Source: an optimization exercise on an open RTL-to-GDS flow (aim: small area). Production flows keep margins and buffers that such runs may drop. Only simulation tests tie the RTL to the original design; equivalence was not proved. Power figures rest on the tool's default switching activity, not on a simulated workload.

Setup of before:
==> flow/design.v (excerpt) <==
module vcSwitch #(
  parameter int WORD_W = 8,
  parameter int DEPTH  = 8,
  parameter int CNT_W  = $clog2(DEPTH + 1)
) (
  input  logic                                       CLK,
  input  logic                                       arstN,
  input  logic                                       init,
  input  logic [CNT_W-1:0]                           lowThreshIn,
  input  logic [CNT_W-1:0]                           highThreshIn,
  input  flowCtrlPkg::chMask_t                       inPush,
  input  logic [flowCtrlPkg::NUM_CH-1:0][WORD_W-1:0] inData,
  output flowCtrlPkg::chMask_t                       creditReturn,
  input  flowCtrlPkg::chMask_t                       outPop,
  output logic [flowCtrlPkg::NUM_CH-1:0][WORD_W-1:0] outData,
  output flowCtrlPkg::chMask_t                       outEmpty,
  output logic                                       idle,
  output logic                                       initBusy,
  output flowCtrlPkg::chMask_t                       stbPause,
  output flowCtrlPkg::chMask_t                       stbContinue,
  output flowCtrlPkg::chMask_t                       error,
  output flowCtrlPkg::fsmState_e                     state
);
==> module flowCtrlFsm, before the edit <==
module flowCtrlFsm #(
  parameter int DEPTH = 8,
  parameter int CNT_W = 4
) (
  input  logic                                      CLK,
  input  logic                                      arstN,
  input  logic                                      init,
  input  flowCtrlPkg::chMask_t                      inEmpty,
  input  flowCtrlPkg::chMask_t                      outFull,
  input  logic [flowCtrlPkg::NUM_CH-1:0][CNT_W-1:0] outCount,
  input  logic [CNT_W-1:0]                          lowThreshIn,
  input  logic [CNT_W-1:0]                          highThreshIn,
  output flowCtrlPkg::chMask_t                      outPaused,
  output logic                                      arbEnable,
  output logic                                      initBusy,
  output logic                                      idle,
  output flowCtrlPkg::chMask_t                      stbPause,
  output flowCtrlPkg::chMask_t                      stbContinue,
  output flowCtrlPkg::chMask_t                      error,
  output flowCtrlPkg::fsmState_e                    state
);
  flowCtrlPkg::fsmState_e nextState;
  flowCtrlPkg::chMask_t   pauseRise;
  flowCtrlPkg::chMask_t   contRise;
  logic [CNT_W-1:0]       lowThresh;
  logic [CNT_W-1:0]       highThresh;
  logic                   eventsOn;
  logic                   runNext;
  assign eventsOn = (state == flowCtrlPkg::stActive) || (state == flowCtrlPkg::stPause) ||
                    (state == flowCtrlPkg::stContinue);
  assign arbEnable = eventsOn || (state == flowCtrlPkg::stIdle);
  assign runNext = (nextState == flowCtrlPkg::stIdle) || (nextState == flowCtrlPkg::stActive) ||
                   (nextState == flowCtrlPkg::stPause) || (nextState == flowCtrlPkg::stContinue);
  assign initBusy = (state == flowCtrlPkg::stInit);
  for (genvar d = 0; d < flowCtrlPkg::NUM_CH; d++) begin : gChan
    chanFlowCtrl #(.CNT_W(CNT_W)) chan_i (
      .CLK(CLK), .arstN(arstN), .eventsOn(eventsOn),
      .count(outCount[d]), .lowThresh(lowThresh), .highThresh(highThresh),
      .full(outFull[d]),
      .pauseRise(pauseRise[d]), .contRise(contRise[d]),
      .paused(outPaused[d]), .stbPause(stbPause[d]), .stbContinue(stbContinue[d]),
      .error(error[d])
    );
  end
  always_comb begin
    nextState = state;
    case (state)
      flowCtrlPkg::stReset: begin
        nextState = flowCtrlPkg::stInit;
      end
      flowCtrlPkg::stInit: begin
        if (!init) begin
          nextState = flowCtrlPkg::stIdle;
        end
      end
      flowCtrlPkg::stIdle: begin
        if (|outFull) begin
          nextState = flowCtrlPkg::stError;
        end else if (!(&inEmpty)) begin
          nextState = flowCtrlPkg::stActive;
        end
      end
      flowCtrlPkg::stActive, flowCtrlPkg::stPause, flowCtrlPkg::stContinue: begin
        if (|outFull) begin
          nextState = flowCtrlPkg::stError;
        end else if (|pauseRise) begin
          nextState = flowCtrlPkg::stPause;
        end else if (|contRise) begin
          nextState = flowCtrlPkg::stContinue;
        end else begin
          nextState = flowCtrlPkg::stActive;
        end
      end
      flowCtrlPkg::stError: begin
        nextState = flowCtrlPkg::stError;
      end
      default: begin
        nextState = flowCtrlPkg::stReset;
      end
    endcase
  end
  always_ff @(posedge CLK or negedge arstN) begin
    if (!arstN) begin
      state       <= flowCtrlPkg::stReset;
      idle        <= 1'b0;
      lowThresh   <= '0;
      highThresh  <= CNT_W'(DEPTH);
    end else begin
      state       <= nextState;
      idle        <= runNext && (&inEmpty);
      if (state == flowCtrlPkg::stInit) begin
        lowThresh  <= lowThreshIn;
        highThresh <= (highThreshIn > CNT_W'(DEPTH)) ? CNT_W'(DEPTH) : highThreshIn;
      end
    end
  end
endmodule
==> module chanFlowCtrl, before the edit <==
module chanFlowCtrl #(
  parameter int CNT_W = 4
) (
  input  logic             CLK,
  input  logic             arstN,
  input  logic             eventsOn,
  input  logic [CNT_W-1:0] count,
  input  logic [CNT_W-1:0] lowThresh,
  input  logic [CNT_W-1:0] highThresh,
  input  logic             full,
  output logic             pauseRise,
  output logic             contRise,
  output logic             paused,
  output logic             stbPause,
  output logic             stbContinue,
  output logic             error
);
  logic almostFull;
  logic almostEmpty;
  logic afPrev;
  logic aePrev;
  function automatic logic geq(input logic [CNT_W-1:0] a, input logic [CNT_W-1:0] b);
    logic r;
    r = 1'b1;
    for (int i = 0; i < CNT_W; i++) begin
      r = (a[i] & ~b[i]) | ((a[i] | ~b[i]) & r);
    end
    geq = r;
  endfunction
  assign almostFull  = geq(count, highThresh);
  assign almostEmpty = geq(lowThresh, count);
  assign pauseRise = eventsOn && almostFull && !afPrev && !paused;
  assign contRise  = eventsOn && almostEmpty && !aePrev && paused;
  always_ff @(posedge CLK or negedge arstN) begin
    if (!arstN) begin
      afPrev      <= 1'b0;
      aePrev      <= 1'b0;
      paused      <= 1'b0;
      stbPause    <= 1'b0;
      stbContinue <= 1'b0;
      error       <= 1'b0;
    end else begin
      afPrev      <= eventsOn && almostFull;
      aePrev      <= eventsOn && almostEmpty;
      paused      <= (paused && !contRise) || pauseRise;
      stbPause    <= pauseRise;
      stbContinue <= contRise;
      error       <= error || full;
    end
  end
endmodule
==> flow/config.mk <==
export PLATFORM = sky130hd
export DESIGN_NAME = vcSwitch
export DESIGN_NICKNAME = vcSwitch
export VERILOG_FILES = /design/flow/design.v
export SDC_FILE = /design/flow/constraint.sdc
export NUM_CORES = 4
export LEC_CHECK = 0
export CAP_MARGIN = 0
export CORE_MARGIN = 2
export CORE_UTILIZATION = 72
export PLACE_DENSITY = 0.8
export SLEW_MARGIN = 0
export SYNTH_HIERARCHICAL = 1
export SYNTH_MINIMUM_KEEP_SIZE = 0
==> flow/constraint.sdc <==
create_clock -name core_clock -period 5.0 [get_ports {CLK}]
set_input_delay 1.0000 -clock core_clock [delete_from_list [all_inputs] [get_ports {CLK}]]
set_output_delay 1.0000 -clock core_clock [all_outputs]
set_load 0.01 [all_outputs]
standard.sh (not shown) runs the stock make flow with config.mk's settings and CLKGATE_MAP_FILE= SYNTH_SCRIPT=/design/flow/synth_recipe.tcl, a recipe that flattens the netlist after the stock synthesis.
==> flow/flow/run.sh <==
#!/bin/bash
# The standard layout, with these changes to what the tools are told:
#  - after the standard synthesis, combinational cells go to their smallest
#    drive strength (flow/downsize.py); the standard timing repair sizes the
#    critical ones back up
#  - port buffers are the smallest buffer cell instead of the tool's pick
#  - CTS inserts no dummy loads, and clusters sinks under large leaf buffers
set -euo pipefail
export BUFFER_PORTS_ARGS="-buffer_cell sky130_fd_sc_hd__buf_1"
export CTS_ARGS="-sink_clustering_enable -repair_clock_nets -dont_use_dummy_load -buf_list sky130_fd_sc_hd__clkbuf_16 -sink_clustering_size 30 -sink_clustering_max_diameter 80"
bash standard.sh synth > synth.log 2>&1
results=orfs/results/${FLOW_PLATFORM}/vcSwitch/base
lib=${FLOW_HOME}/platforms/${FLOW_PLATFORM}/lib/sky130_fd_sc_hd__tt_025C_1v80.lib
dont_use=$(sed -n '/DONT_USE_CELLS/,/^#/p' ${FLOW_HOME}/platforms/${FLOW_PLATFORM}/config.mk | grep -o 'sky130_fd_sc_hd__[a-z0-9_]*' || true)
cp ${results}/1_2_yosys.v synth_netlist.v
python3 flow/downsize.py ${results}/1_2_yosys.v ${lib} ${dont_use} > downsize.log 2>&1
bash standard.sh > standard.log 2>&1
Other scripts of this flow, unchanged in this note and not shown: flow/flow/downsize.py
## Diff of input files: after against before
--- a/flow/design.v
+++ b/flow/design.v
@@ -214,25 +214,25 @@
       end
       default: begin
         nextState = flowCtrlPkg::stReset;
       end
     endcase
   end
+  always_ff @(posedge CLK) begin
+    if (state == flowCtrlPkg::stInit) begin
+      lowThresh  <= lowThreshIn;
+      highThresh <= (highThreshIn > CNT_W'(DEPTH)) ? CNT_W'(DEPTH) : highThreshIn;
+    end
+  end
   always_ff @(posedge CLK or negedge arstN) begin
     if (!arstN) begin
       state       <= flowCtrlPkg::stReset;
       idle        <= 1'b0;
-      lowThresh   <= '0;
-      highThresh  <= CNT_W'(DEPTH);
     end else begin
       state       <= nextState;
       idle        <= runNext && (&inEmpty);
-      if (state == flowCtrlPkg::stInit) begin
-        lowThresh  <= lowThreshIn;
-        highThresh <= (highThreshIn > CNT_W'(DEPTH)) ? CNT_W'(DEPTH) : highThreshIn;
-      end
     end
   end
 endmodule
 module chanFlowCtrl #(
   parameter int CNT_W = 4
 ) (
@@ -265,27 +265,27 @@
   assign almostFull  = geq(count, highThresh);
   assign almostEmpty = geq(lowThresh, count);
   assign pauseRise = eventsOn && almostFull && !afPrev && !paused;
   assign contRise  = eventsOn && almostEmpty && !aePrev && paused;
   always_ff @(posedge CLK or negedge arstN) begin
     if (!arstN) begin
-      afPrev      <= 1'b0;
-      aePrev      <= 1'b0;
       paused      <= 1'b0;
       stbPause    <= 1'b0;
       stbContinue <= 1'b0;
       error       <= 1'b0;
     end else begin
-      afPrev      <= eventsOn && almostFull;
-      aePrev      <= eventsOn && almostEmpty;
       paused      <= (paused && !contRise) || pauseRise;
       stbPause    <= pauseRise;
       stbContinue <= contRise;
       error       <= error || full;
     end
   end
+  always_ff @(posedge CLK) begin
+    afPrev <= eventsOn && almostFull;
+    aePrev <= eventsOn && almostEmpty;
+  end
 endmodule
 `timescale 1ns/1ps
 module rrArbiter #(
   parameter int WORD_W = 8
 ) (
   input  logic                                       CLK,
==> notes.md <==
Count of inserted antenna diode cells: after vs before identical
Diff before -> after: global-route usage down 0.72 points; post-layout instance area went down; worst slew slack as a fraction of its limit up 3.9 points.
Summary of after over before: switching share of power has decreased, effective utilization at floorplan now smaller.
In the metrics for before and after, the one carrying the lower share of the final layout cell area in multi-input gates is after.
Of the two values seen for termination of the worst setup path, gChan[3].outFifo_i.count[3] was produced by before and gChan[0].outFifo_i.count[2] by after.
Looking at worst slack at placement across before and after, the one that comes out higher is after.
The routed via count divided by cell count on before is in line with that on after.
Delta (after minus before): setup slack after layout now sits higher; per-cell routed wire length fell 0.19 um; total power per unit cell area decreased 10 nW/um^2; power dropped 2.2%.

==> separate check: timing with driven ports <==
No port has a modelled driver above. Below, the same layouts with a new extraction and two added sets of constraints. Step 1: set_driving_cell puts a clkbuf_16 on CLK and a buf_2 on each other input, an assumption about the parent block. Step 2 moves the port delays by t, midway between the first and last clock arrival at a register: inputs arrive t later, outputs are due t later. That takes back most of the time a late clock gives input paths. a / b / c = no drivers / after step 1 / after step 2; a / b = the first two.
run	t, ns	setup slack, ns	hold WS [ns]	worst register clock-pin slew, ns	worst data-port slew with drivers (ns)
before	0.591	0.256 / 0.256 / 0.256	0.404 / 0.389 / 0.469	0.11 / 0.11	0.04
after	0.577	0.284 / 0.284 / 0.284	0.437 / 0.437 / 0.437	0.11 / 0.11	0.04
After both steps setup and hold are still met in every run listed.
